This is an optimization exercise on Yosys and OpenROAD, whose aim is small area, a short achievable clock period and few clock cycles per item, not a production implementation.
In this exercise RTL edits were held to simulation tests only and were not proved equivalent to the original.
Power figures rest on the tool's default switching activity, not on a simulated workload. The clock port is modelled as an ideal driver; clocking choices that lean on that would not hold on a real chip.

[design/flow/config.mk]
export PLATFORM = sky130hd
export DESIGN_NAME = map_update_ctrl
export DESIGN_NICKNAME = map_update_ctrl
export VERILOG_FILES = /design/flow/design.v
export SDC_FILE = /design/flow/constraint.sdc
export NUM_CORES = 4
export LEC_CHECK = 0
export CAP_MARGIN = 20
export CORE_MARGIN = 2
export CORE_UTILIZATION = 65
export PLACE_DENSITY_LB_ADDON = 0.15
export SETUP_SLACK_MARGIN = 3.1
export SLEW_MARGIN = 20
[design/flow/constraint.sdc]
create_clock -name core_clock -period 5.5 [get_ports {clk}]
set_input_delay 1.1000 -clock core_clock [delete_from_list [all_inputs] [get_ports {clk}]]
set_output_delay 1.1000 -clock core_clock [all_outputs]
set_load 0.01 [all_outputs]
[design/flow/design.v]
package map_ctrl_pkg;
    localparam int unsigned SLOTS    = 144;
    localparam int unsigned CARD_W   = 6;
    localparam int unsigned VB_START = 480;
    localparam logic [1:0] OP_WRITE     = 2'b00;
    localparam logic [1:0] OP_CLEAR     = 2'b01;
    localparam logic [1:0] OP_TOGGLE    = 2'b10;
    localparam logic [1:0] OP_DESEL_ALL = 2'b11;
    localparam logic [CARD_W-1:0] CARD_EMPTY = '0;
    localparam logic GNT_LOC = 1'b0;
    localparam logic GNT_REM = 1'b1;
    typedef enum logic [1:0] {
        StIdle,
        StExec,
        StAck,
        StCommit
    } state_e;
endpackage
module rr_arbiter2 (
    input  logic [1:0] req,
    input  logic       last_grant,
    output logic [1:0] grant
);
    always_comb begin
        grant = req;
        if (req == 2'b11) begin
            grant = last_grant ? 2'b01 : 2'b10;
        end
    end
endmodule
module map_update_ctrl
(
    input  logic                    clk,
    input  logic                    rst,
    input  logic [9:0]              v_cnt,
    input  logic                    loc_req,
    input  logic [1:0]              loc_op,
    input  logic [7:0]              loc_pos,
    input  logic [map_ctrl_pkg::CARD_W-1:0]       loc_card,
    output logic                    loc_ack,
    input  logic                    rem_req,
    input  logic [1:0]              rem_op,
    input  logic [7:0]              rem_pos,
    input  logic [map_ctrl_pkg::CARD_W-1:0]       rem_card,
    output logic                    rem_ack,
    output logic                    err,
    output logic                    busy,
    output logic [map_ctrl_pkg::SLOTS*map_ctrl_pkg::CARD_W-1:0] map,
    output logic [map_ctrl_pkg::SLOTS-1:0] sel_card
);
    localparam int unsigned SLOTS  = map_ctrl_pkg::SLOTS;
    localparam int unsigned CARD_W = map_ctrl_pkg::CARD_W;
    localparam int unsigned VB_START = map_ctrl_pkg::VB_START;
    localparam logic [1:0] OP_WRITE     = map_ctrl_pkg::OP_WRITE;
    localparam logic [1:0] OP_CLEAR     = map_ctrl_pkg::OP_CLEAR;
    localparam logic [1:0] OP_TOGGLE    = map_ctrl_pkg::OP_TOGGLE;
    localparam logic [1:0] OP_DESEL_ALL = map_ctrl_pkg::OP_DESEL_ALL;
    localparam logic GNT_LOC = map_ctrl_pkg::GNT_LOC;
    localparam logic GNT_REM = map_ctrl_pkg::GNT_REM;
    localparam int unsigned ROWS = (SLOTS + 15) / 16;    
    logic            last_grant;    
    logic            vb_q;
    logic            pub_q;         
    logic            rst_q;         
    logic [ROWS-1:0] row_card_q;    
    logic [ROWS-1:0] row_sel_q;     
    logic [15:0]     col_q;         
    logic [CARD_W-1:0] card_q;      
    logic            tog_q;         
    logic            desel_q;       
    logic [SLOTS*CARD_W-1:0] shadow_map;
    logic [SLOTS-1:0]        shadow_sel;
    logic [1:0] elig, grant;
    logic       vb, vb_rise;
    assign elig = {rem_req & ~rem_ack, loc_req & ~loc_ack};
    rr_arbiter2 u_arb (
        .req        (elig),
        .last_grant (last_grant),
        .grant      (grant)
    );
    logic [1:0][ROWS-1:0]   dec_row_card, dec_row_sel;
    logic [1:0][15:0]       dec_col;
    logic [1:0][CARD_W-1:0] dec_card;
    logic [1:0]             dec_tog, dec_desel, dec_err;
    for (genvar q = 0; q < 2; q++) begin : g_dec
        logic [1:0]        op;
        logic [7:0]        pos;
        logic [CARD_W-1:0] card;
        logic              in_range;
        assign op       = q ? rem_op   : loc_op;
        assign pos      = q ? rem_pos  : loc_pos;
        assign card     = q ? rem_card : loc_card;
        assign in_range = (pos < 8'(SLOTS));
        for (genvar r = 0; r < int'(ROWS); r++) begin : g_row
            assign dec_row_card[q][r] = in_range & (pos[7:4] == 4'(r)) &
                                        ((op == OP_WRITE) | (op == OP_CLEAR));
            assign dec_row_sel[q][r]  = in_range & (pos[7:4] == 4'(r)) &
                                        ((op == OP_TOGGLE) | (op == OP_CLEAR));
        end
        for (genvar c = 0; c < 16; c++) begin : g_col
            assign dec_col[q][c] = (pos[3:0] == 4'(c));
        end
        assign dec_card[q]  = (op == OP_WRITE) ? card : '0;
        assign dec_tog[q]   = (op == OP_TOGGLE);
        assign dec_desel[q] = (op == OP_DESEL_ALL);
        assign dec_err[q]   = ~in_range & (op != OP_DESEL_ALL);
    end
    assign vb      = (v_cnt >= 10'(VB_START));
    assign vb_rise = vb & ~vb_q;
    always_ff @(posedge clk or posedge rst) begin
        if (rst) begin
            loc_ack    <= 1'b0;
            rem_ack    <= 1'b0;
            busy       <= 1'b0;
            last_grant <= GNT_REM;
            vb_q       <= 1'b0;
            pub_q      <= 1'b1;
            rst_q      <= 1'b1;
        end else begin
            loc_ack <= grant[0];
            rem_ack <= grant[1];
            busy    <= loc_req | rem_req | vb_rise;
            if (|grant) last_grant <= grant[1];
            vb_q    <= vb;
            pub_q   <= vb_rise;
            rst_q   <= 1'b0;
        end
    end
    always_ff @(posedge clk) begin
        err        <= grant[1] ? dec_err[1] : dec_err[0];
        row_card_q <= ({ROWS{grant[0]}} & dec_row_card[0]) | ({ROWS{grant[1]}} & dec_row_card[1]);
        row_sel_q  <= ({ROWS{grant[0]}} & dec_row_sel[0])  | ({ROWS{grant[1]}} & dec_row_sel[1]);
        col_q      <= grant[1] ? dec_col[1]  : dec_col[0];
        card_q     <= grant[1] ? dec_card[1] : dec_card[0];
        tog_q      <= grant[1] ? dec_tog[1]  : dec_tog[0];
        desel_q    <= (grant[0] & dec_desel[0]) | (grant[1] & dec_desel[1]);
    end
    logic [ROWS-1:0]   row_card_w;
    logic [15:0]       col_w;
    logic [CARD_W-1:0] card_w;
    logic              sel_clr_all;
    assign row_card_w  = row_card_q | {ROWS{rst_q}};
    assign col_w       = col_q | {16{rst_q}};
    assign card_w      = card_q & {CARD_W{~rst_q}};
    assign sel_clr_all = rst_q | desel_q;
    for (genvar s = 0; s < int'(SLOTS); s++) begin : g_slot
        logic wr_card, hit_sel;
        assign wr_card = row_card_w[s / 16] & col_w[s % 16];
        assign hit_sel = row_sel_q[s / 16] & col_q[s % 16];
        always_ff @(posedge clk) begin
            if (wr_card) shadow_map[s*CARD_W +: CARD_W] <= card_w;
            if (sel_clr_all)  shadow_sel[s] <= 1'b0;
            else if (hit_sel) shadow_sel[s] <= tog_q & ~shadow_sel[s];
            if (pub_q) begin
                map[s*CARD_W +: CARD_W] <= shadow_map[s*CARD_W +: CARD_W];
                sel_card[s]             <= shadow_sel[s];
            end
        end
    end
endmodule
[design/flow/flow/run.sh]
#!/bin/bash
# Standard layout with: buf_1 port buffers, no CTS dummy loads, larger CTS sink clusters,
# and stronger timing-driven net weights in global placement.
export BUFFER_PORTS_ARGS="-buffer_cell sky130_fd_sc_hd__buf_1"
export CTS_ARGS="-sink_clustering_enable -repair_clock_nets -dont_use_dummy_load -sink_clustering_size 28 -sink_clustering_max_diameter 70"
export GLOBAL_PLACEMENT_ARGS="-timing_driven_net_weight_max 50 -timing_driven_nets_percentage 60"
bash standard.sh > standard.log 2>&1
[design/flow/standard.sh]
#!/bin/bash
# synth_recipe.tcl (not shown) runs the flow's synth.tcl, then flattens the netlist and writes it again
# the make line also repeats each setting of config.mk as NAME=value (left out here)
make -C /OpenROAD-flow-scripts/flow DESIGN_CONFIG=/design/flow/config.mk WORK_HOME=/design/flow/orfs CLKGATE_MAP_FILE= SYNTH_SCRIPT=/design/flow/synth_recipe.tcl "${@:-finish}"
==> results of run 1 <==
==> through the flow <==
stage / setup TNS, ps / total power, mW / setup slack [ps]
3_5_place_dp: 0 / 20.0 / 2520
3_3_place_gp: 0 / 20.0 / 2530
5_1_grt: 0 / 27.5 / 2980
4_1_cts: 0 / 26.9 / 2970
2_1_floorplan: -1471670 / 19.2 / -1460
6_report: 0 / 26.9 / 3000
==> timing repair <==
item	in CTS	in global routing
endpoints found under the hold margin	0	0
gates cloned	2	1
pin swaps	1	0
gates resized for setup	76	176
setup buffers	2	1
endpoints found under the setup margin	1556	271
==> per-layer routing <==
layer  GRT usage  up-vias  part of all wire  routed length [um]
met5           0        -           0.00052                  96
met4       0.184       14             0.058               10700
met3      0.0712      423              0.11               19900
met2       0.586     2574              0.50               93200
met1       0.453    16900              0.33               61400
li1            -    13300                 -                   -
==> power by group <==
group,leakage (nW),total (mW),internal [mW],switching [mW]
logic,4.00,1.17,0.266,0.902
clock network,1.11,7.19,2.93,4.25
registers,20.1,18.5,18.0,0.545
==> sequential cells by signal, summed over array words and instances (netlist names), 6 cells and up <==
name	flops
row_sel_q	9
col_q	16
card_q	6
shadow_map	864
sel_card	144
map	864
row_card_q	9
shadow_sel	144
==> cell families (layout without fill, tap and decap cells) <==
kind of cell    count (synthesis)  count (layout)  synth area share
flops                        2066            2066             0.925
compound gates                466             466            0.0515
buf+inv                       158            1208            0.0105
simple gates                  103             106           0.00877
mux                            17              17           0.00281
fa+ha+maj                       8               8           0.00154
other cells                     1              10         0.0000577
==> worst paths after layout <==
check	cells after the start	slack (ps)	end	from
setup / recovery	1	3000	sel_card[10]	sel_card[10]
hold / removal	2	370	vb_q	rst
setup reg to reg	1	3100	map[176]	pub_q
hold reg to reg	1	390	pub_q	vb_q
max in group asynchronous	2	4810	last_grant	rst
min in group core_clock	1	390	pub_q	vb_q
==> area by class of cell <==
type / count / area [um^2]
Timing Repair Buffer: 1107 / 4880
Fill cell: 5666 / 26300
Clock buffer: 90 / 2250
Sequential cell: 2066 / 60200
Multi-Input combinational cell: 598 / 4280
Antenna cell: 9 / 22.5
Inverter: 11 / 41.3
Tap cell: 1298 / 1620
==> layout by cell type, fill, tap and decap left out, types with 10 or more instances in the layout <==
master,netlist,layout
mux2_2,10,10
a311oi_1,139,139
buf_6,8,21
edfxtp_1,1872,1872
inv_1,10,10
nor2_1,13,13
nand2_1,20,20
clkbuf_16,0,90
a21oi_1,144,144
clkbuf_2,0,165
dfxtp_2,0,10
o22ai_1,14,14
buf_4,2,44
buf_1,15,830
nor3_1,10,10
buf_2,18,38
nand2b_1,10,10
a21o_1,144,144
dfxtp_1,187,177
==> metrics.md, run 1 <==
| Metric | Value |
|---|---|
| Mapped cell area | `around 65000 um^2` |
| Worst-Skew Late Latency | `approximately 700 ps` |
| Req. time, crit path | `roughly 4400 ps` |
| Post-route insts no fill | `5179` |
| Hpwl dp | `about 130000 um` |
| Distinct cells, synth | `46` |
| Worst min path class | `input port to async pin` |
| Lkg Pwr | `roughly 25 nW` |
| Via density | `approximately 6.4` |
| Fin crit period | `~2500 ps` |
| Setup violations, final | `0` |
| Detailed-route wire length | `about 190000 um` |
| Clock Skews | `~56 ps` |
| Top-area cell type share of the netlist area | `0.864` |
| Least-Margin Pin Slew | `~1200 ps` |
| Top post-synthesis cells by area | `edfxtp_1 (86%), dfxtp_1 (5.8%), a311oi_1 (1.9%)` |
| Inst Count DP | `roughly 5100` |
| CORE AREA | `between 90000 and 100000 um^2` |
| Vias in the first global route | `about 30000` |
| H-tree levels | `3` |
| Die ar. | `103000 um^2` |
| Initial antenna violation count | `14` |
| Achievable Freq | `around 400 MHz` |
| Peak VDD IR | `around 0.00025 V` |
| WL/cell | `roughly 36 um` |
| Cts bufs inserted | `90` |
| Max incr delay on CP | `520 ps` |
| Status | `no timing/DRC/antenna violations` |
| Sequential share of the synthesized area | `0.925` |
| DR DRC count | `0` |
| Max cap viols | `0` |
| Root Buffer | `clkbuf_16` |
| Synth warn | `2` |
| Design Area, Final | `about 73000 um^2` |
| Fin nets | `just under 4000` |
| Rel. slew slack | `0.217` |
| Power per cell area | `367 nW/um^2` |
| Unrepaired setup endpoints after global routing | `true` |
| Slowest-stage cell, CP | `edfxtp_1` |
| #FFs+latches synth | `between 2000 and 2500` |
| Count of input and output buffers | `1052` |
| EDFF count, synth | `~1900` |
| Final hold vios | `0` |
| Yosys top cell by area | `edfxtp_1` |
| Syn_area_per_cell | `approximately 23 um^2` |
| CP max FO | `1` |
| Syn Nets | `2873` |
| Total congestion overflow | `0` |
| DP Area | `slightly above 70000 um^2` |
| Die H | `~320 um` |
| CTS tree | `done` |
| Post-synth ARST share | `0.00339` |
| First drt pass iteration count | `6` |
| Num ports | `roughly 1100` |
| Critical path class | `flop to output pin` |
| GP Congestion | `~0.94` |
| Clk slew on worst S/H paths | `~110 ps` |
| Clk sinks | `slightly above 2000` |
| Crit path buf inv count | `1` |
| Hold_buf cts | `0` |
| Primary FF master, synth | `edfxtp_1` |
| Max-slew violation count | `0` |
| Finished Core Util | `0.736` |
| Critical Path End Type | `output pin` |
| Die width | `~320 um` |
| Initial DRC Count | `between 4000 and 5000` |
| Critical path arrival | `about 1400 ps` |
| Cells along the critical path | `buf_1` |
| P&R area growth vs syn | `12.7%` |
| Synth cell count leaders | `edfxtp_1 (1872), dfxtp_1 (187), a21o_1 (144), a21oi_1 (144), a311oi_1 (139)` |
| Share of cells above drive strength 1 | `0.106` |
| Syn Inst Count | `2819` |
| Row count | `116` |
| Most common cell in the synthesized netlist | `edfxtp_1` |
| Final period util | `0.454` |
| Largest net degree at the start of global routing | `182` |
| Hold Slack | `approximately 370 ps` |
| Routed via count | `33200` |
| Max Buffers Root-to-Sink | `3` |
| First-pass GRT wire length | `around 240000 um` |
| Antenna-violating nets left | `0` |
| CP top delay family | `flip-flops` |
| Initial core utilization | `0.653` |
| Worst setup SP type | `flop` |
| GR Util All Layers | `0.355` |
Testbench counts, summed over its fixed seeds: cycles 4,808, edits 4,800.
==> run 2: changes to the inputs <==
==> design/flow/flow/run.sh (replaced) <==
#!/bin/bash
# Standard layout with: buf_1 port buffers, no CTS dummy loads, larger CTS sink clusters,
# stronger timing-driven net weights in global placement, and each output port's buffer
# moved next to the register that drives it before detailed placement (flow/buf_to_ff.tcl).
export BUFFER_PORTS_ARGS="-buffer_cell sky130_fd_sc_hd__buf_1"
export CTS_ARGS="-sink_clustering_enable -repair_clock_nets -dont_use_dummy_load -sink_clustering_size 28 -sink_clustering_max_diameter 70"
export GLOBAL_PLACEMENT_ARGS="-timing_driven_net_weight_max 25 -timing_driven_nets_percentage 50"
export PRE_DETAIL_PLACE_TCL="$PWD/flow/buf_to_ff.tcl"
bash standard.sh > standard.log 2>&1
==> design/flow/flow/buf_to_ff.tcl (new file) <==
# Move each output port's buffer next to the register that drives it, so the register
# drives only a short wire and the (stronger) buffer drives the wire to the pin. Detailed
# placement legalises the moved buffers.
set block [ord::get_db_block]
set moved 0
foreach bterm [$block getBTerms] {
  if {[$bterm getIoType] ne "OUTPUT"} { continue }
  set net [$bterm getNet]
  if {$net eq "NULL" || $net eq ""} { continue }
  set buf ""
  foreach it [$net getITerms] { if {[$it isOutputSignal]} { set buf [$it getInst] } }
  if {$buf eq ""} { continue }
  set a [$buf findITerm A]
  if {$a eq "NULL" || $a eq ""} { continue }
  set ff ""
  foreach it [[$a getNet] getITerms] { if {[$it isOutputSignal]} { set ff [$it getInst] } }
  if {$ff eq "" || ![[$ff getMaster] isSequential]} { continue }
  set loc [$ff getLocation]
  set fw [[$ff getMaster] getWidth]
  # just right of the register's Q side, same row
  $buf setLocation [expr {[lindex $loc 0] + $fw}] [lindex $loc 1]
  $buf setPlacementStatus PLACED
  incr moved
}
puts "buf_to_ff: moved $moved output buffers next to their registers"
--- a/design/flow/config.mk
+++ b/design/flow/config.mk
@@ -10,4 +10,4 @@
 export CORE_UTILIZATION = 65
 export PLACE_DENSITY_LB_ADDON = 0.15
-export SETUP_SLACK_MARGIN = 3.1
+export SETUP_SLACK_MARGIN = 3.25
 export SLEW_MARGIN = 20
==> run 2 against run 1 <==
  * Synthesized cell count is the same
  * Global-route usage shrank 0.34 points
  * Largest power group unchanged
  * Setup slack gained 84 ps
  * Largest cell class unchanged
  * Clock skew is essentially flat
  * Area after synthesis is the same
  * Utilization grew 3.2 points
  * Register-to-register slack gained 190 ps
  * Flip-flop and latch count is the same
  * First-iteration DRC count grew 1.8%
  * Via count shrank 2.1%
  * Non-clock buffer count grew 16
  * Maximum frequency grew 3.5%
==> metrics.md, run 2 <==
| Metric | Value |
|---|---|
| Critical Path End Type | `output pin` |
| GP Congestion | `approximately 0.96` |
| Syn Nets | `between 2000 and 3000` |
| P&R area growth vs syn | `17.5%` |
| Most frequent cells in the layout | `edfxtp_1 (1872), buf_2 (407), buf_6 (331), clkbuf_2 (246), dfxtp_1 (177)` |
| Top-area cell type share of the netlist area | `0.864` |
| Worst Setup SP | `map[205]` |
| Yosys top cell by area | `edfxtp_1` |
| Crit path to | `map[205]` |
| Achievable Freq | `between 400 and 500 MHz` |
| Initial DRC Count | `between 4000 and 5000` |
| WL/cell | `around 35 um` |
| CORE AREA | `between 90000 and 100000 um^2` |
| Critical path arrival | `between 1000 and 1500 ps` |
| Share of cells above drive strength 1 | `0.306` |
| Setup violations, final | `0` |
| Req. time, crit path | `4400 ps` |
| Num ports | `about 1100` |
| Mapped cell area | `65000 um^2` |
| #FFs+latches synth | `just over 2000` |
| Clock Skews | `roughly 56 ps` |
| CP max FO | `1` |
| Cells along the critical path | `buf_6` |
| Syn_area_per_cell | `about 23 um^2` |
| R2R depth | `2` |
| Antenna-violating nets left | `0` |
| Critical path depth | `1` |
| Largest net degree at the start of global routing | `around 160` |
| Total congestion overflow | `0` |
| Clk sinks | `2066` |
| Max cap viols | `0` |
| Crit path buf inv count | `1` |
| Max incr delay on CP | `about 440 ps` |
| Power per cell area | `354 nW/um^2` |
| Row count | `about 120` |
| Sequential share of the synthesized area | `0.925` |
| Routed via count | `around 32000` |
| Post-synth ARST share | `0.00339` |
| CP top delay family | `flip-flops` |
| Final WS setup | `3090 ps` |
| EDFF count, synth | `between 1500 and 2000` |
| Detailed-route wire length | `182000 um` |
| Max-slew violation count | `0` |
| Die ar. | `roughly 100000 um^2` |
| FF-to-FF Start | `pub_q` |
| Unrepaired setup endpoints after global routing | `true` |
| Top post-synthesis cells by area | `edfxtp_1 (86%), dfxtp_1 (5.8%), a311oi_1 (1.9%)` |
| DR DRC count | `0` |
| R2R Setup Slk | `~3300 ps` |
| GR Util All Layers | `0.351` |
| CTS tree | `done` |
| Clk slew on worst S/H paths | `about 110 ps` |
| Least-Margin Pin Slew | `between 1000 and 1500 ps` |
| Fin nets | `just under 4000` |
| Die width | `320 um` |
| Worst setup SP type | `flop` |
| Final period util | `0.438` |
| Worst min path class | `input port to async pin` |
| Count of input and output buffers | `about 1100` |
| Rel. slew slack | `0.201` |
| Slowest-stage cell, CP | `edfxtp_1` |
| Top flop regs | `map: 864 flops, shadow_map: 864 flops` |
| Most common cell after layout, fill and taps aside | `edfxtp_1` |
| Fin Setup TNS | `0 ps` |
| First drt pass iteration count | `6` |
| Synth warn | `2` |
| Max Buffers Root-to-Sink | `3` |
| Root Buffer | `clkbuf_16` |
| Critical path class | `flop to output pin` |
| Worst-Skew Late Latency | `approximately 700 ps` |
| Status | `no timing/DRC/antenna violations` |
| Syn Inst Count | `approximately 2800` |
| Via density | `~6.3` |
| Initial core utilization | `0.653` |
| Most common cell in the synthesized netlist | `edfxtp_1` |
| FF-to-FF End | `map[136]` |
| Die H | `320 um` |
| H-tree levels | `3` |
| Hpwl dp | `between 100000 and 150000 um` |
| Peak VDD IR | `0.000276 V` |
| Cts bufs inserted | `89` |
| Distinct cells, synth | `46` |
| Initial antenna violation count | `9` |
| Final hold vios | `0` |
| Pre-CTS setup slack | `2400 ps` |
| Lkg Pwr | `between 20 and 30 nW` |
| Vias in the first global route | `about 30000` |
| Primary FF master, synth | `edfxtp_1` |
| First-pass GRT wire length | `approximately 240000 um` |
| Fin crit period | `approximately 2400 ps` |
| Synth cell count leaders | `edfxtp_1 (1872), dfxtp_1 (187), a21o_1 (144), a21oi_1 (144), a311oi_1 (139)` |
run 2: cells by family (layout without fill, tap and decap cells):
| family | after synthesis | after routing | synth area share |
|---|---|---|---|
| other cells | 1 | 2 | 0.0000577 |
| fa+ha+maj | 8 | 8 | 0.00154 |
| buf+inv | 158 | 1223 | 0.0105 |
| mux | 17 | 17 | 0.00281 |
| simple gates | 103 | 109 | 0.00877 |
| compound gates | 466 | 466 | 0.0515 |
| flops | 2066 | 2066 | 0.925 |
run 2: how the worst min path moves through the flow:
stage | to | cells after the start
after floorplan | pub_q | 1
after global placement | pub_q | 1
after detailed placement | pub_q | 1
after CTS | busy | 2
after global routing | vb_q | 2
final | busy | 2
run 2: layer usage:
metal  global-route usage  part of all wire  vias up  wire length, um
met5              0.00378           0.00031        -               57
met3               0.0949              0.12      411            21100
met4                0.204             0.069        2            12600
li1                     -                 -    13300                -
met1                0.433              0.33    16300            59900
met2                0.567              0.49     2474            88800
run 2: final cells by class:
cell class / count / area, um^2
sequential: 2066 / 60200
fill: 5221 / 23100
timing repair buffer: 1123 / 8060
multi-input combinational: 601 / 4310
clock buffer: 89 / 2230
tap: 1298 / 1620
inverter: 11 / 41.3
antenna: 1 / 2.50
run 2: stage by stage:
stage | hold WS [ps] | utilization | cell area, um^2 | power, mW | std cells
floorplan | 351 | - | 65100 | 19.2 | 2819
global placement | 389 | 0.709 | 70600 | 19.9 | 5079
detailed placement | 377 | 0.709 | 70600 | 19.9 | 5079
CTS | 297 | 0.757 | 75400 | 27.0 | 5186
global route | 347 | 0.768 | 76400 | 27.7 | 5188
finish | 319 | 0.768 | 76400 | 27.1 | 5189
run 2: report_power, final:
| group | internal (mW) | leakage, nW | switching [mW] |
|---|---|---|---|
| Clock | 2.90 | 1.10 | 4.28 |
| Sequential | 18.0 | 20.1 | 0.335 |
| Combinational | 0.476 | 6.97 | 1.10 |
run 2: what timing repair did:
item / CTS / global route
pin swaps: 1 / 1
endpoints found under the hold margin: 0 / 0
gates resized for setup: 1183 / 468
cloned: 5 / 2
hold buffers: 0 / 0
buffers inserted: 13 / 0
setup endpoints to repair: 3066 / 1095
==> run 3: changes to the inputs <==
--- a/design/flow/config.mk
+++ b/design/flow/config.mk
@@ -10,4 +10,4 @@
 export CORE_UTILIZATION = 65
 export PLACE_DENSITY_LB_ADDON = 0.15
-export SETUP_SLACK_MARGIN = 3.25
+export SETUP_SLACK_MARGIN = 3.4
 export SLEW_MARGIN = 20
==> run 3 against run 2 <==
  * Die area unchanged
  * Combinational power about the same
  * Global-route usage increased by 0.068 points
  * Largest cell class unchanged
  * Via count increased by 0.60%
  * Worst hold slack improved by 1.0 ps
  * Final area increased by 0.29%
  * Area after synthesis unchanged
  * Maximum frequency decreased by 0.79%
  * Setup slack got worse by 19 ps
  * Power increased by 0.12%
==> metrics.md, run 3 <==
| Metric | Value |
|---|---|
| Status | `no timing/DRC/antenna violations` |
| Max cap viols | `0` |
| Critical path class | `flop to output pin` |
| Multi-input logic area | `~4300 um^2` |
| Filler cells | `approximately 5200` |
| Clock Skews | `around 55 ps` |
| Root Buffer | `clkbuf_16` |
| Critical Path End Type | `output pin` |
| CP max FO | `1` |
| Die H | `~320 um` |
| Clk sinks | `2066` |
| Fin nets | `just under 4000` |
| Critical path depth | `1` |
| Max-slew violation count | `0` |
| Cells along the critical path | `buf_2` |
| Unrepaired setup endpoints after global routing | `true` |
| Peak VDD IR | `approximately 0.00027 V` |
| Most common cell after layout, fill and taps aside | `edfxtp_1` |
| Worst-Skew Late Latency | `a little under 700 ps` |
| Crit path buf inv count | `1` |
| Worst setup SP type | `flop` |
| Syn Inst Count | `around 2800` |
| Mapped cell area | `between 60000 and 70000 um^2` |
| Fin Setup TNS | `0 ps` |
| Achievable Freq | `411 MHz` |
| Routed via count | `32700` |
| Req. time, crit path | `4400 ps` |
| Hpwl dp | `between 100000 and 150000 um` |
| DP Area | `70600 um^2` |
| Antenna-violating nets left | `0` |
| Fin crit period | `between 2000 and 2500 ps` |
| Critical path arrival | `1330 ps` |
| Clk slew on worst S/H paths | `110 ps` |
| CORE AREA | `99600 um^2` |
| Primary FF master, synth | `edfxtp_1` |
| Row count | `approximately 120` |
| Share of cells above drive strength 1 | `0.309` |
| Syn_area_per_cell | `around 23 um^2` |
| Synth warn | `2` |
| Power per cell area | `353 nW/um^2` |
| Top post-synthesis cells by area | `edfxtp_1 (86%), dfxtp_1 (5.8%), a311oi_1 (1.9%)` |
| Rel. slew slack | `0.204` |
| Syn Nets | `2873` |
| P&R area growth vs syn | `17.9%` |
| Max Buffers Root-to-Sink | `3` |
| Least-Margin Pin Slew | `approximately 1200 ps` |
| FF-to-FF Start | `rst_q` |
| Worst min path class | `input port to async pin` |
| EDFF count, synth | `1872` |
| Initial DRC Count | `between 5000 and 6000` |
| Distinct cells, synth | `46` |
| DR DRC count | `0` |
| Setup violations, final | `0` |
| Final Total Pwr | `between 20 and 30 mW` |
| R2R Setup Slk | `~3400 ps` |
| Top-area cell type share of the netlist area | `0.864` |
| CTS tree | `done` |
| First drt pass iteration count | `5` |
| H-tree levels | `3` |
| Register area | `approximately 60000 um^2` |
| Top flop regs | `map: 864 flops, shadow_map: 864 flops` |
| Lkg Pwr | `approximately 28 nW` |
| Most common cell in the synthesized netlist | `edfxtp_1` |
| Finished Core Util | `0.770` |
| First-pass GRT wire length | `244000 um` |
| GR Util All Layers | `0.352` |
| Cts bufs inserted | `89` |
| FF-to-FF End | `shadow_map[752]` |
| Slowest-stage cell, CP | `edfxtp_1` |
| #FFs+latches synth | `about 2100` |
| Synth cell count leaders | `edfxtp_1 (1872), dfxtp_1 (187), a21o_1 (144), a21oi_1 (144), a311oi_1 (139)` |
| Max incr delay on CP | `around 430 ps` |
| Num ports | `between 1000 and 1500` |
| Design Area, Final | `about 77000 um^2` |
| Via density | `about 6.3` |
| Yosys top cell by area | `edfxtp_1` |
| Sequential share of the synthesized area | `0.925` |
| Post-synth ARST share | `0.00339` |
| Final period util | `0.442` |
| Most frequent cells in the layout | `edfxtp_1 (1872), buf_2 (403), buf_6 (334), clkbuf_2 (246), dfxtp_1 (176)` |
| Largest net degree at the start of global routing | `156` |
| Die width | `320 um` |
| GP Congestion | `slightly below 1` |
| CP top delay family | `flip-flops` |
| Detailed-route wire length | `183000 um` |
| Final hold vios | `0` |
| Count of input and output buffers | `1052` |
| Total congestion overflow | `0` |
| WL/cell | `35.1 um` |
| Die ar. | `between 100000 and 150000 um^2` |
| R2R depth | `2` |
| Vias in the first global route | `around 30000` |
| Initial core utilization | `0.653` |
| Initial antenna violation count | `9` |
-- run 3: changes by cell type in the layout (fill, tap and decap cells not counted), sizes merged --
cell and change:
diode +2, buf +15, clkbuf -1, bufbuf +1
-- run 3: logic make-up (layout without fill, tap and decap cells) --
group           count (synthesis)  after routing  share of synthesized area
other cells                     1              4                  0.0000577
simple gates                  103            109                    0.00877
buf+inv                       158           1238                     0.0105
fa+ha+maj                       8              8                    0.00154
mux                            17             17                    0.00281
compound gates                466            466                     0.0515
flops                        2066           2066                      0.925
-- run 3: cell type report --
class / instances / area share
Timing Repair Buffer: 1138 / 0.108
Clock buffer: 89 / 0.0291
Sequential cell: 2066 / 0.785
Tap cell: 1298 / 0.0212
Antenna cell: 3 / 0.0000979
Multi-Input combinational cell: 601 / 0.0563
Inverter: 11 / 0.000539
-- run 3: what timing repair did --
item,CTS,global route
setup buffers,20,8
cloned,7,0
hold buffers,0,0
endpoints found under the setup margin,3373,1498
resized for setup,1188,475
endpoints found under the hold margin,0,0
pin swaps,1,1
-- run 3: stage by stage --
step | cells | hold WS [ps] | setup slack (ps)
3_3_place_gp | 5079 | 389 | 2510
3_5_place_dp | 5079 | 377 | 2400
2_1_floorplan | 2819 | 351 | -1460
5_1_grt | 5203 | 347 | 3060
4_1_cts | 5195 | 297 | 3050
6_report | 5206 | 320 | 3070
-- run 3: worst max path at each step --
stage	startpoint	end	slack, ps
final	map[0]	map[0]	3070
after global routing	map[205]	map[205]	3060
after CTS	map[205]	map[205]	3050
after detailed placement	rem_req	tog_q	2400
after global placement	rem_req	tog_q	2510
after floorplan	pub_q	map[0]	-1460
-- run 3: power by group --
part           internal [mW]  switching (mW)  total (mW)
clock                   2.90            4.29        7.19
sequential              18.0           0.330        18.3
combinational          0.495            1.11        1.61
-- run 3: metal layers --
layer,wire length [um],GRT usage
met1,59600,0.438
met2,89200,0.572
met3,21500,0.0898
met4,12300,0.195
met5,70,0.00378
==> run 4: changes to the inputs <==
--- a/design/flow/config.mk
+++ b/design/flow/config.mk
@@ -10,4 +10,4 @@
 export CORE_UTILIZATION = 65
 export PLACE_DENSITY_LB_ADDON = 0.15
-export SETUP_SLACK_MARGIN = 3.4
+export SETUP_SLACK_MARGIN = 3.05
 export SLEW_MARGIN = 20
==> run 4 against run 3 <==
  * Still clean on timing, DRC and antenna
  * Via count down 2.0%
  * Count of clock-buffer cells in the layout grew 1
  * Routed wire length down 3.3%
  * Final area shrank 4.8%
  * Clock power about the same
  * Highest routed layer unchanged
==> metrics.md, run 4 <==
| Metric | Value |
|---|---|
| Final period util | `0.445` |
| Num ports | `~1100` |
| Count of input and output buffers | `between 1000 and 1500` |
| Worst Setup SP | `map[338]` |
| Yosys top cell by area | `edfxtp_1` |
| EDFF count, synth | `between 1500 and 2000` |
| Row count | `116` |
| GP Congestion | `around 0.93` |
| Pre-CTS setup slack | `between 2000 and 3000 ps` |
| Distinct cells, synth | `46` |
| Worst min path class | `input port to async pin` |
| CTS tree | `done` |
| DR DRC count | `0` |
| Final Total Pwr | `about 27 mW` |
| Max cap viols | `0` |
| Inst Count DP | `approximately 5100` |
| Post-synth ARST share | `0.00339` |
| DP Area | `a little over 70000 um^2` |
| Max-slew violation count | `0` |
| Lkg Pwr | `between 20 and 25 nW` |
| Vias in the first global route | `between 20000 and 30000` |
| CP max FO | `1` |
| FF-to-FF Start | `rst_q` |
| Worst-Skew Late Latency | `700 ps` |
| Syn_area_per_cell | `between 20 and 25 um^2` |
| Post-synthesis simple-gate area fraction | `0.00877` |
| Crit path buf inv count | `1` |
| H-tree levels | `3` |
| WL/cell | `approximately 34 um` |
| R2R depth | `2` |
| Via density | `~6.2` |
| CP top delay family | `flip-flops` |
| Most common cell in the synthesized netlist | `edfxtp_1` |
| Mapped cell area | `about 65000 um^2` |
| Cts bufs inserted | `90` |
| Largest net degree at the start of global routing | `166` |
| Achievable Freq | `~410 MHz` |
| Cells along the critical path | `buf_1` |
| Syn Inst Count | `roughly 2800` |
| Top flop regs | `map: 864 flops, shadow_map: 864 flops` |
| Compound-Gate Fraction of Synth Area | `0.0515` |
| Hpwl dp | `117000 um` |
| Top-area cell type share of the netlist area | `0.864` |
| Peak VDD IR | `0.000306 V` |
| First-pass GRT wire length | `about 240000 um` |
| Hold Slack | `about 340 ps` |
| Post-route insts no fill | `between 5000 and 6000` |
| Max incr delay on CP | `360 ps` |
| Detailed-route wire length | `177000 um` |
| Least-Margin Pin Slew | `roughly 1100 ps` |
| GR Util All Layers | `0.341` |
| XOR/XNOR Fraction of Synth Area | `0` |
| Slowest-stage cell, CP | `edfxtp_1` |
| Fin Setup TNS | `0 ps` |
| P&R area growth vs syn | `12.2%` |
| Most common cell after layout, fill and taps aside | `edfxtp_1` |
| Antenna-violating nets left | `0` |
| Die width | `around 320 um` |
| #FFs+latches synth | `slightly above 2000` |
| Rel. slew slack | `0.239` |
| Clock Skews | `around 45 ps` |
| Die H | `320 um` |
| Synth Area in Adders | `0.00154` |
| Sequential share of the synthesized area | `0.925` |
| Critical path depth | `1` |
| Fin crit period | `between 2000 and 2500 ps` |
| Total congestion overflow | `0` |
| Clk sinks | `2066` |
| Fraction of synthesized area in multiplexers | `0.00281` |
| Unrepaired setup endpoints after global routing | `false` |
| Syn Nets | `2873` |
| Setup violations, final | `0` |
| Synth cell count leaders | `edfxtp_1 (1872), dfxtp_1 (187), a21o_1 (144), a21oi_1 (144), a311oi_1 (139)` |
| Critical path arrival | `around 1400 ps` |
| Root Buffer | `clkbuf_16` |
| Critical Path End Type | `output pin` |
| Most frequent cells in the layout | `edfxtp_1 (1872), buf_1 (957), dfxtp_1 (177), a21o_1 (144), a21oi_1 (144)` |
| First drt pass iteration count | `6` |
| Fin nets | `3916` |
| Share of cells above drive strength 1 | `0.0705` |
| Design Area, Final | `between 70000 and 80000 um^2` |
| Clk slew on worst S/H paths | `100 ps` |
| Initial DRC Count | `~4200` |
| Initial antenna violation count | `2` |
| Routed via count | `between 30000 and 40000` |
| Initial core utilization | `0.653` |
| Synth warn | `2` |
| Die ar. | `just over 100000 um^2` |
| Top post-synthesis cells by area | `edfxtp_1 (86%), dfxtp_1 (5.8%), a311oi_1 (1.9%)` |
| Status | `no timing/DRC/antenna violations` |
| Finished Core Util | `0.733` |
| Critical path class | `flop to output pin` |
| Power per cell area | `~370 nW/um^2` |
| CORE AREA | `roughly 100000 um^2` |
| Final WS setup | `3050 ps` |
| Largest family of logic cells by synthesized area | `compound AO/OA/AOI/OAI gates` |
| Req. time, crit path | `4400 ps` |
| Worst setup SP type | `flop` |
| Final hold vios | `0` |
| Primary FF master, synth | `edfxtp_1` |
| Max Buffers Root-to-Sink | `3` |
## run 4: changes by cell type in the layout (fill, tap and decap cells not counted), moves of 4 or more
cell,previous run,this run
buf_1,71,957
buf_6,334,2
buf_2,403,73
clkbuf_2,246,22
buf_4,56,27
buf_12,23,16
nor2b_2,4,0
## run 4: worst paths after layout
kind                                   endpoint  slack [ps]
worst max-delay path                   map[338]        3050
worst min-delay path                       busy         340
worst max register to register  shadow_map[406]        3190
worst min register to register          map[71]         400
max in group asynchronous                 pub_q        4820
min in group core_clock                 map[71]         400
## run 4: logic make-up (layout without fill, tap and decap cells)
logic type               count (synthesis)  after routing
buffers and inverters                  158           1198
multiplexers                            17             17
AND/OR/NAND/NOR                        103            104
flip-flops                            2066           2066
adder cells (fa/ha/maj)                  8              8
other                                    1              2
AO/OA/AOI/OAI                          466            466
## run 4: timing repair
item / CTS / global route
hold buffers: 0 / 0
setup buffers: 3 / 0
cloned: 0 / 1
endpoints found under the setup margin: 932 / 25
resized for setup: 75 / 22
pin swaps: 0 / 1
endpoints found under the hold margin: 0 / 0
## run 4: area by class of cell
cell class | count | area [um^2]
clock buffers | 90 | 2250
inverters | 11 | 41.3
well taps | 1298 | 1620
flip-flops and latches | 2066 | 60200
fillers | 5672 | 26600
repair buffers | 1097 | 4610
multi-input cells | 596 | 4260
diodes | 1 | 2.50
## run 4: layer usage
layer | GRT usage | wire length, um
met5 | 0 | 15
met4 | 0.162 | 9730
met3 | 0.102 | 20300
met2 | 0.564 | 87800
met1 | 0.415 | 58600
## run 4: report_power, final
part | leakage [nW] | switching [mW] | total (mW) | internal, mW
clock | 1.11 | 4.23 | 7.17 | 2.93
sequential | 20.1 | 0.306 | 18.3 | 18.0
combinational | 3.55 | 1.10 | 1.34 | 0.248
total | 24.8 | 5.64 | 26.8 | 21.1
==> run 5: changes to the inputs <==
--- a/design/flow/config.mk
+++ b/design/flow/config.mk
@@ -10,4 +10,4 @@
 export CORE_UTILIZATION = 65
 export PLACE_DENSITY_LB_ADDON = 0.15
-export SETUP_SLACK_MARGIN = 3.05
+export SETUP_SLACK_MARGIN = 3.1
 export SLEW_MARGIN = 20
==> run 5 against run 4 <==
  * Final area up 1.1%
  * Register-to-register slack is essentially flat
  * Worst hold slack better by 12 ps
  * Clock power is essentially flat
  * Combinational power about the same
  * Count of clock-buffer cells in the layout is 1 lower
  * Non-clock buffer count rose by 15
  * Setup slack better by 18 ps
==> metrics.md, run 5 <==
| Metric | Value |
|---|---|
| Status | `no timing/DRC/antenna violations` |
| Initial DRC Count | `~4900` |
| WL/cell | `around 34 um` |
| Post-synth ARST share | `0.00339` |
| Max incr delay on CP | `approximately 440 ps` |
| Critical path class | `flop to output pin` |
| Critical path depth | `1` |
| Critical path arrival | `about 1300 ps` |
| Met1 usage | `0.429` |
| Grt met3 use | `0.0859` |
| CP top delay family | `flip-flops` |
| Yosys top cell by area | `edfxtp_1` |
| Top-area cell type share of the netlist area | `0.864` |
| Initial antenna violation count | `4` |
| Finished Core Util | `0.740` |
| R2R Setup Slk | `around 3200 ps` |
| Top flop regs | `map: 864 flops, shadow_map: 864 flops` |
| Antenna-violating nets left | `0` |
| Most common cell in the synthesized netlist | `edfxtp_1` |
| Busiest grt layer | `met2` |
| Mapped cell area | `between 60000 and 70000 um^2` |
| Via density | `6.24` |
| Unrepaired setup endpoints after global routing | `true` |
| Total congestion overflow | `0` |
| Die width | `about 320 um` |
| Critical Path End Type | `output pin` |
| Root Buffer | `clkbuf_16` |
| Row count | `approximately 120` |
| P&R area growth vs syn | `13.4%` |
| Fin nets | `approximately 3900` |
| DR DRC count | `0` |
| Global routing usage on met2 | `0.557` |
| Worst min path class | `input port to async pin` |
| First drt pass iteration count | `6` |
| Power per cell area | `364 nW/um^2` |
| Setup violations, final | `0` |
| Final period util | `0.441` |
| Routed via count | `around 32000` |
| Max Buffers Root-to-Sink | `3` |
| Count of input and output buffers | `~1100` |
| GR Util All Layers | `0.342` |
| Clk sinks | `around 2100` |
| GP Congestion | `roughly 0.93` |
| Worst Setup SP | `map[476]` |
| Num ports | `approximately 1100` |
| Cells along the critical path | `buf_6` |
| Achievable Freq | `just over 400 MHz` |
| Vias in the first global route | `between 20000 and 30000` |
| Clk slew on worst S/H paths | `100 ps` |
| Syn Nets | `roughly 2900` |
| Most frequent cells in the layout | `edfxtp_1 (1872), buf_1 (659), buf_2 (302), dfxtp_1 (177)` |
| First-pass GRT wire length | `between 200000 and 250000 um` |
| Most common cell after layout, fill and taps aside | `edfxtp_1` |
| Crit path to | `map[476]` |
| CORE AREA | `roughly 100000 um^2` |
| Syn Inst Count | `about 2800` |
| Die ar. | `between 100000 and 150000 um^2` |
| CP max FO | `1` |
| FF-to-FF Start | `rst_q` |
| Distinct cells, synth | `46` |
| Max cap viols | `0` |
| Die H | `~320 um` |
| Top post-synthesis cells by area | `edfxtp_1 (86%), dfxtp_1 (5.8%), a311oi_1 (1.9%)` |
| Syn_area_per_cell | `between 20 and 25 um^2` |
| Filler cells | `~5600` |
| Hold Slack | `between 300 and 400 ps` |
| Hold_buf cts | `0` |
| Primary FF master, synth | `edfxtp_1` |
| EDFF count, synth | `between 1500 and 2000` |
| Req. time, crit path | `around 4400 ps` |
| Worst-Skew Late Latency | `roughly 730 ps` |
| Lkg Pwr | `approximately 26 nW` |
| Initial core utilization | `0.653` |
| Crit path buf inv count | `1` |
| Detailed-route wire length | `between 150000 and 200000 um` |
| Largest net degree at the start of global routing | `145` |
| CTS tree | `done` |
| Cts bufs inserted | `between 80 and 90` |
| Share of cells above drive strength 1 | `0.151` |
| Worst setup SP type | `flop` |
| #FFs+latches synth | `2066` |
| Least-Margin Pin Slew | `~1200 ps` |
| Clock Skews | `around 64 ps` |
| Max-slew violation count | `0` |
| Synth cell count leaders | `edfxtp_1 (1872), dfxtp_1 (187), a21o_1 (144), a21oi_1 (144), a311oi_1 (139)` |
| Slowest-stage cell, CP | `edfxtp_1` |
| Final hold vios | `0` |
| Sequential share of the synthesized area | `0.925` |
| Fin crit period | `approximately 2400 ps` |
| FF-to-FF End | `shadow_sel[36]` |
| Synth warn | `2` |
| R2R depth | `3` |
| H-tree levels | `3` |
| Rel. slew slack | `0.190` |
| Peak VDD IR | `between 0.0002 and 0.0003 V` |
| Hpwl dp | `around 120000 um` |
==> run 5: changes by cell type in the layout (fill, tap and decap cells not counted), moves of 16 or more <==
cell      before  now
buf_1        957  659
buf_2         73  302
buf_4         27   48
buf_6          2   50
clkbuf_2      22   38
==> run 5: stage by stage <==
| stage | power (mW) | setup WS (ps) | std cells | setup TNS (ps) | cell area (um^2) |
|---|---|---|---|---|---|
| after floorplan | 19.2 | -1460 | 2819 | -1471670 | 65100 |
| after global placement | 19.9 | 2550 | 5074 | 0 | 70600 |
| after detailed placement | 19.9 | 2460 | 5075 | 0 | 70600 |
| after CTS | 26.8 | 3050 | 5171 | 0 | 73600 |
| after global routing | 27.4 | 3050 | 5172 | 0 | 73700 |
| final | 26.8 | 3070 | 5173 | 0 | 73700 |
==> run 5: power by group <==
group | internal (mW) | switching [mW] | leakage (nW)
Clock | 2.90 | 4.25 | 1.10
Combinational | 0.304 | 1.06 | 4.58
Sequential | 18.0 | 0.332 | 20.1
Total | 21.2 | 5.64 | 25.8
==> run 5: area by class of cell <==
| cell class | count | area, um^2 | area share |
|---|---|---|---|
| Multi-Input combinational cell | 596 | 4270 | 0.0579 |
| Inverter | 11 | 41.3 | 0.000560 |
| Tap cell | 1298 | 1620 | 0.0220 |
| Antenna cell | 1 | 2.50 | 0.0000339 |
| Timing Repair Buffer | 1112 | 5410 | 0.0733 |
| Sequential cell | 2066 | 60200 | 0.816 |
| Clock buffer | 89 | 2230 | 0.0302 |
==> run 5: what timing repair did <==
item,4_1_cts,5_1_grt
resized for setup,433,69
gates cloned,1,0
setup endpoints to repair,1270,128
buffers inserted,6,1
==> run 5: worst min path at each step <==
| stage | end | slack, ps | cells after the start |
|---|---|---|---|
| after floorplan | pub_q | 350 | 1 |
| after global placement | pub_q | 380 | 1 |
| after CTS | rem_ack | 310 | 2 |
| after detailed placement | pub_q | 380 | 1 |
| final | rem_ack | 350 | 2 |
| after global routing | rem_ack | 350 | 2 |
==> run 5: routing by layer <==
metal	routed length, um	vias up
li1	-	13300
met1	59300	16300
met2	86600	2310
met3	20000	396
met4	11200	4
met5	25	-
==> run 5: cells by family after synthesis <==
logic type                 count (synthesis)  synth area share
AOI/OAI and AO/OA                        466            0.0515
adders and majority gates                  8           0.00154
buffers and inverters                    158            0.0105
DFF                                     2066             0.925
muxes                                     17           0.00281
other                                      1         0.0000577
and+or+nand+nor                          103           0.00877
==> run 6: changes to the inputs <==
--- a/design/flow/flow/run.sh
+++ b/design/flow/flow/run.sh
@@ -5,5 +5,5 @@
 export BUFFER_PORTS_ARGS="-buffer_cell sky130_fd_sc_hd__buf_1"
 export CTS_ARGS="-sink_clustering_enable -repair_clock_nets -dont_use_dummy_load -sink_clustering_size 28 -sink_clustering_max_diameter 70"
-export GLOBAL_PLACEMENT_ARGS="-timing_driven_net_weight_max 25 -timing_driven_nets_percentage 50"
+export GLOBAL_PLACEMENT_ARGS="-timing_driven_net_weight_max 50 -timing_driven_nets_percentage 60"
 export PRE_DETAIL_PLACE_TCL="$PWD/flow/buf_to_ff.tcl"
 bash standard.sh > standard.log 2>&1
==> run 6 against run 5 <==
  * Largest cell class unchanged
  * Register-to-register slack got worse by 110 ps
  * Count of clock-buffer cells in the layout stayed put
  * Setup slack improved by 16 ps
  * Combinational power decreased by 8%
  * Via count is 2.3% higher
  * Final area down 0.87%
  * Sequential share of layout area is 0.71 points higher
  * Routed wire length up 6.2%
  * First-iteration DRC count up 2.3%
  * Power up 0.16%
  * Critical path depth increased by 1
==> metrics.md, run 6 <==
| Metric | Value |
|---|---|
| Status | `no timing/DRC/antenna violations` |
| Unrepaired setup endpoints after global routing | `true` |
| Initial DRC Count | `around 5000` |
| Clock Skews | `between 50 and 60 ps` |
| Root Buffer | `clkbuf_16` |
| Finished Core Util | `0.734` |
| EDFF count, synth | `1872` |
| Fin crit period | `between 2000 and 2500 ps` |
| Num ports | `1058` |
| Most common cell after layout, fill and taps aside | `edfxtp_1` |
| Max-slew violation count | `0` |
| Sequential share of the synthesized area | `0.925` |
| Die H | `between 300 and 400 um` |
| Post-synth ARST share | `0.00339` |
| Achievable Freq | `approximately 410 MHz` |
| Yosys top cell by area | `edfxtp_1` |
| Final Total Pwr | `between 20 and 30 mW` |
| Die ar. | `103000 um^2` |
| Critical path arrival | `around 2800 ps` |
| P&R area growth vs syn | `12.4%` |
| Most common cell in the synthesized netlist | `edfxtp_1` |
| Syn Nets | `2873` |
| #FFs+latches synth | `between 2000 and 2500` |
| Max cap viols | `0` |
| WL/cell | `roughly 36 um` |
| Vias in the first global route | `29800` |
| DR DRC count | `0` |
| Hold_buf cts | `0` |
| Top post-synthesis cells by area | `edfxtp_1 (86%), dfxtp_1 (5.8%), a311oi_1 (1.9%)` |
| Initial antenna violation count | `11` |
| Synth warn | `2` |
| Final hold vios | `0` |
| Final period util | `0.438` |
| Clk slew on worst S/H paths | `~100 ps` |
| Share of cells above drive strength 1 | `0.0928` |
| Most frequent cells in the layout | `edfxtp_1 (1872), buf_1 (880), dfxtp_1 (177), buf_2 (148)` |
| Power per cell area | `between 300 and 400 nW/um^2` |
| H-tree levels | `3` |
| Worst-Skew Late Latency | `~700 ps` |
| Lkg Pwr | `around 25 nW` |
| Syn Inst Count | `~2800` |
| Primary FF master, synth | `edfxtp_1` |
| Routed via count | `33000` |
| GR Util All Layers | `0.364` |
| CORE AREA | `around 100000 um^2` |
| Count of input and output buffers | `1052` |
| Synth cell count leaders | `edfxtp_1 (1872), dfxtp_1 (187), a21o_1 (144), a21oi_1 (144), a311oi_1 (139)` |
| Via density | `about 6.4` |
| Mapped cell area | `65000 um^2` |
| Critical Path End Type | `flop` |
| CTS tree | `done` |
| Top-area cell type share of the netlist area | `0.864` |
| Rel. slew slack | `0.213` |
| Initial core utilization | `0.653` |
| Critical path class | `flop to flop` |
| Row count | `around 120` |
| Cts bufs inserted | `89` |
| Final WS setup | `a little over 3000 ps` |
| Fin nets | `3925` |
| GP Congestion | `roughly 0.94` |
| First drt pass iteration count | `6` |
| Detailed-route wire length | `between 150000 and 200000 um` |
| CP max FO | `49` |
| Clk sinks | `between 2000 and 2500` |
| Largest net degree at the start of global routing | `about 180` |
| Top flop regs | `map: 864 flops, shadow_map: 864 flops` |
| Setup violations, final | `0` |
| Peak VDD IR | `0.000272 V` |
| Antenna-violating nets left | `0` |
| Hpwl dp | `around 130000 um` |
| Max Buffers Root-to-Sink | `3` |
| Req. time, crit path | `~5900 ps` |
| Worst setup SP type | `flop` |
| Pre-CTS setup slack | `between 2000 and 3000 ps` |
| Distinct cells, synth | `46` |
| Least-Margin Pin Slew | `approximately 1200 ps` |
| Fin Setup TNS | `0 ps` |
| Die width | `between 300 and 400 um` |
| Total congestion overflow | `0` |
| Syn_area_per_cell | `between 20 and 25 um^2` |
| Worst min path class | `input port to async pin` |
| First-pass GRT wire length | `between 200000 and 300000 um` |
==> run 6: cell types whose count changed in the layout (fill, tap and decap cells not counted) <==
cell	previous run	this run
buf_1	659	880
buf_2	302	148
buf_6	50	12
clkbuf_2	38	13
buf_12	14	7
diode_2	1	6
buf_4	48	45
or2_2	1	2
==> run 6: cell type report <==
class                           count  area (um^2)
Antenna cell                        6         15.0
Clock buffer                       89         2230
Fill cell                        5757        26500
Inverter                           11         41.3
Multi-Input combinational cell    597         4270
Sequential cell                  2066        60200
Tap cell                         1298         1620
Timing Repair Buffer             1106         4750
==> run 6: logic make-up after synthesis <==
family                   count (synthesis)  share of synthesized area
other                                    1                  0.0000577
flip-flops                            2066                      0.925
AO/OA/AOI/OAI                          466                     0.0515
buffers and inverters                  158                     0.0105
AND/OR/NAND/NOR                        103                    0.00877
adder cells (fa/ha/maj)                  8                    0.00154
multiplexers                            17                    0.00281
==> run 6: worst paths after layout <==
kind	from	end	slack, ps	cells past startpoint
hold reg to reg	shadow_map[739]	map[739]	400	0
max in group asynchronous	rst	last_grant	4820	2
setup reg to reg	rst_q	shadow_map[441]	3090	2
min in group core_clock	shadow_map[739]	map[739]	400	0
setup / recovery	rst_q	shadow_map[441]	3090	2
hold / removal	rst	vb_q	350	2
==> run 6: repair_timing <==
action                                   CTS  global route
gates resized for setup                  172            24
endpoints found under the setup margin  1494           124
pin swaps                                  1             0
gates cloned                               2             0
buffers inserted                           2             0
==> run 6: where the power goes <==
part / switching (mW) / total [mW] / internal, mW
clock: 4.26 / 7.16 / 2.90
sequential: 0.462 / 18.4 / 18.0
combinational: 0.996 / 1.26 / 0.259
==> run 6: worst max-delay path, cell delays in order, from the launching register on <==
cell	delay (ps)
dfstp_4	1020
buf_4	650
a21o_1	340
==> run 6: routing by layer <==
layer	global-route usage	vias to the layer above	wire length, um
li1	-	13300	-
met1	0.450	16700	60500
met2	0.606	2603	94100
met3	0.0821	467	21000
met4	0.200	10	12500
met5	0	-	75
==> run 6: metrics by stage <==
step           cell area [um^2]  std cells  hold WS, ps
2_1_floorplan             65100       2819          351
3_3_place_gp              70500       5074          375
3_5_place_dp              70500       5074          364
4_1_cts                   73000       5167          327
5_1_grt                   73100       5167          369
6_report                  73100       5173          348
==> run 7: changes to the inputs <==
==> design/flow/flow/run.sh (replaced) <==
#!/bin/bash
# Standard layout with: buf_1 port buffers, no CTS dummy loads, larger CTS sink clusters,
# stronger timing-driven net weights in global placement, and each output port's buffer
# moved next to the register that drives it before detailed placement (flow/buf_to_ff.tcl).
export BUFFER_PORTS_ARGS="-buffer_cell sky130_fd_sc_hd__buf_1"
export CTS_ARGS="-sink_clustering_enable -repair_clock_nets -dont_use_dummy_load -sink_clustering_size 30 -sink_clustering_max_diameter 80"
export GLOBAL_PLACEMENT_ARGS="-timing_driven_net_weight_max 25 -timing_driven_nets_percentage 50"
export PRE_DETAIL_PLACE_TCL="$PWD/flow/buf_to_ff.tcl"
bash standard.sh > standard.log 2>&1
==> run 7 against run 6 <==
  * Count of clock-buffer cells in the layout decreased by 10
  * Critical endpoint is now map[476]
  * Die area unchanged
  * Final area increased by 0.38%
  * Setup slack improved by 13 ps
  * Still clean
  * Clock power decreased by 5.3%
  * Utilization increased by 0.28 points
  * Power decreased by 1.6%
  * Combinational power increased by 8%
==> metrics.md, run 7 <==
| Metric | Value |
|---|---|
| Clk slew on worst S/H paths | `between 100 and 150 ps` |
| Worst min path class | `input port to async pin` |
| Routed via count | `32100` |
| GR Util All Layers | `0.341` |
| Top post-synthesis cells by area | `edfxtp_1 (86%), dfxtp_1 (5.8%), a311oi_1 (1.9%)` |
| Distinct cells, synth | `46` |
| Met1 usage | `0.428` |
| Global routing usage on met2 | `0.559` |
| Final hold vios | `0` |
| Gate power share | `0.052` |
| Cts bufs inserted | `79` |
| Via density | `between 6 and 7` |
| Grt met3 use | `0.0837` |
| Yosys top cell by area | `edfxtp_1` |
| Status | `no timing/DRC/antenna violations` |
| Antenna-violating nets left | `0` |
| Lkg Pwr | `roughly 26 nW` |
| Top flop regs | `map: 864 flops, shadow_map: 864 flops` |
| GP Congestion | `0.926` |
| Clock group share of total power | `0.257` |
| Least-Margin Pin Slew | `between 1000 and 1500 ps` |
| Die ar. | `~100000 um^2` |
| Initial core utilization | `0.653` |
| Final period util | `0.436` |
| Internal | `approximately 21 mW` |
| Busiest grt layer | `met2` |
| Vias in the first global route | `between 20000 and 30000` |
| EDFF count, synth | `1872` |
| Setup violations, final | `0` |
| Most frequent cells in the layout | `edfxtp_1 (1872), buf_1 (688), buf_2 (310), dfxtp_1 (177)` |
| Synth cell count leaders | `edfxtp_1 (1872), dfxtp_1 (187), a21o_1 (144), a21oi_1 (144), a311oi_1 (139)` |
| Worst Setup SP | `map[476]` |
| Row count | `between 100 and 150` |
| Initial DRC Count | `4629` |
| CTS tree | `done` |
| Total congestion overflow | `0` |
| Syn Inst Count | `2819` |
| Most common cell in the synthesized netlist | `edfxtp_1` |
| Top-area cell type share of the netlist area | `0.864` |
| Most common cell after layout, fill and taps aside | `edfxtp_1` |
| DR DRC count | `0` |
| Hpwl dp | `between 100000 and 150000 um` |
| Share of cells above drive strength 1 | `0.142` |
| Rel. slew slack | `0.199` |
| Worst setup SP type | `flop` |
| Syn Nets | `2873` |
| Max-slew violation count | `0` |
| Clk sinks | `roughly 2100` |
| Fin nets | `roughly 4000` |
| Detailed-route wire length | `between 150000 and 200000 um` |
| FF-to-FF Start | `rst_q` |
| Max cap viols | `0` |
| Num ports | `around 1100` |
| Clock Skews | `approximately 73 ps` |
| First-pass GRT wire length | `roughly 240000 um` |
| First drt pass iteration count | `7` |
| Mapped cell area | `around 65000 um^2` |
| Switching Share | `0.211` |
| Sequential share of the synthesized area | `0.925` |
| CORE AREA | `between 90000 and 100000 um^2` |
| Critical Path End Type | `output pin` |
| Crit path buf inv count | `1` |
| Primary FF master, synth | `edfxtp_1` |
| P&R area growth vs syn | `12.8%` |
| Worst-Skew Late Latency | `just over 700 ps` |
| Fin crit period | `2400 ps` |
| Critical path arrival | `~1300 ps` |
| Peak VDD IR | `0.000295 V` |
| Count of input and output buffers | `about 1100` |
| Switching pwr | `roughly 5.6 mW` |
| Syn_area_per_cell | `23.1 um^2` |
| Final Total Pwr | `roughly 26 mW` |
| Achievable Freq | `417 MHz` |
| #FFs+latches synth | `slightly above 2000` |
| Synth warn | `2` |
| Root Buffer | `clkbuf_16` |
| Max incr delay on CP | `roughly 440 ps` |
| Req. time, crit path | `4400 ps` |
| Unrepaired setup endpoints after global routing | `true` |
| CP top delay family | `flip-flops` |
| Hold_buf cts | `0` |
| Fin Setup TNS | `0 ps` |
| H-tree levels | `3` |
| Power per cell area | `360 nW/um^2` |
| Largest net degree at the start of global routing | `approximately 150` |
| Initial antenna violation count | `7` |
| Die width | `320 um` |
| Critical path class | `flop to output pin` |
| Cells along the critical path | `buf_6` |
| Slowest-stage cell, CP | `edfxtp_1` |
| Seq pwr share | `0.692` |
| CP max FO | `1` |
| Post-synth ARST share | `0.00339` |
| Die H | `320 um` |
| WL/cell | `34.2 um` |
| Max Buffers Root-to-Sink | `3` |
## run 7: changes by cell type in the layout (fill, tap and decap cells not counted), moves of 5 or more
cell / previous run / this run
buf_6: 12 / 37
buf_2: 148 / 310
clkbuf_2: 13 / 18
buf_12: 7 / 14
buf_1: 880 / 688
clkbuf_16: 89 / 79
## run 7: repair_timing
item,4_1_cts,5_1_grt
cloned,1,0
buffers inserted,6,1
setup endpoints to repair,1371,106
gates resized for setup,392,50
## run 7: metrics by stage
step,std cells,cell area [um^2],hold WS (ps),util,worst slack (ps)
global route,5163,73400,330,0.737,3060
finish,5165,73400,341,0.737,3100
global placement,5074,70600,377,0.709,2550
CTS,5161,73200,295,0.735,3060
floorplan,2819,65100,351,-,-1460
detailed placement,5075,70600,378,0.709,2460
## run 7: kinds of logic (layout without fill, tap and decap cells)
group	count (synthesis)	in the layout	synth area share
buf+inv	158	1203	0.0105
other cells	1	3	0.0000577
simple gates	103	104	0.00877
fa+ha+maj	8	8	0.00154
compound gates	466	466	0.0515
flops	2066	2066	0.925
mux	17	17	0.00281
## run 7: worst paths after layout
check / to / slack (ps) / depth (start not counted)
max: map[476] / 3100 / 1
min: busy / 340 / 2
max reg2reg: shadow_sel[35] / 3190 / 3
min reg2reg: map[690] / 380 / 0
max in group asynchronous: rst_q / 4810 / 2
min in group core_clock: map[690] / 380 / 0
## run 7: layout make-up
cell class	count	area, um^2
clock buffer	79	1980
fill	5657	26200
multi-input combinational	596	4270
inverter	11	41.3
sequential	2066	60200
antenna	2	5.00
timing repair buffer	1113	5290
tap	1298	1620
## run 7: power by group through the flow
| stage | clock [mW] | combinational, mW | sequential, mW |
|---|---|---|---|
| finish | 6.78 | 1.36 | 18.3 |
| global route | 7.29 | 1.42 | 18.3 |
| CTS | 6.84 | 1.35 | 18.3 |
| detailed placement | 0 | 1.28 | 18.7 |
| global placement | 0 | 1.14 | 18.8 |
| floorplan | 0 | 0.335 | 18.9 |
## run 7: per-layer routing
layer  vias up  wire, um  part of all wire
met5         -        22           0.00012
met4         4     11300             0.064
met3       375     19900              0.11
met2      2285     86800              0.49
met1     16300     58900              0.33
li1      13200         -                 -

[static timing again, ports no longer ideal]
In the flow no input, the clock included, has a driving cell. The finished layouts below were timed again as built, in two steps.
Step 1 sets driving cells, clkbuf_16 on the clock port and buf_2 on the other inputs (assumed; they add their load-dependent delay and slew).
Step 2 also shifts input and output timing later by t, the mid clock arrival at the registers, as if the neighbouring blocks saw the same clock.
Three values: ideal, step 1, step 2; two values: the first two.
run | t, ns | slack for setup (ns) | pins driven straight from the clock port
run 1 | 0.748 | 3.004 / 2.931 / 2.571 | 1
run 2 | 0.753 | 3.089 / 3.016 / 2.763 | 1
run 3 | 0.754 | 3.070 / 2.995 / 2.875 | 1
run 4 | 0.749 | 3.055 / 2.979 / 2.412 | 1
run 5 | 0.762 | 3.073 / 3.004 / 2.620 | 1
run 6 | 0.752 | 3.089 / 3.021 / 2.573 | 1
run 7 | 0.742 | 3.102 / 3.030 / 2.642 | 1
After both steps setup and hold are still met in every run listed. The setup slack of run 4, which loses most, moves by -0.076 ns with the drivers and by -0.643 ns with both steps.
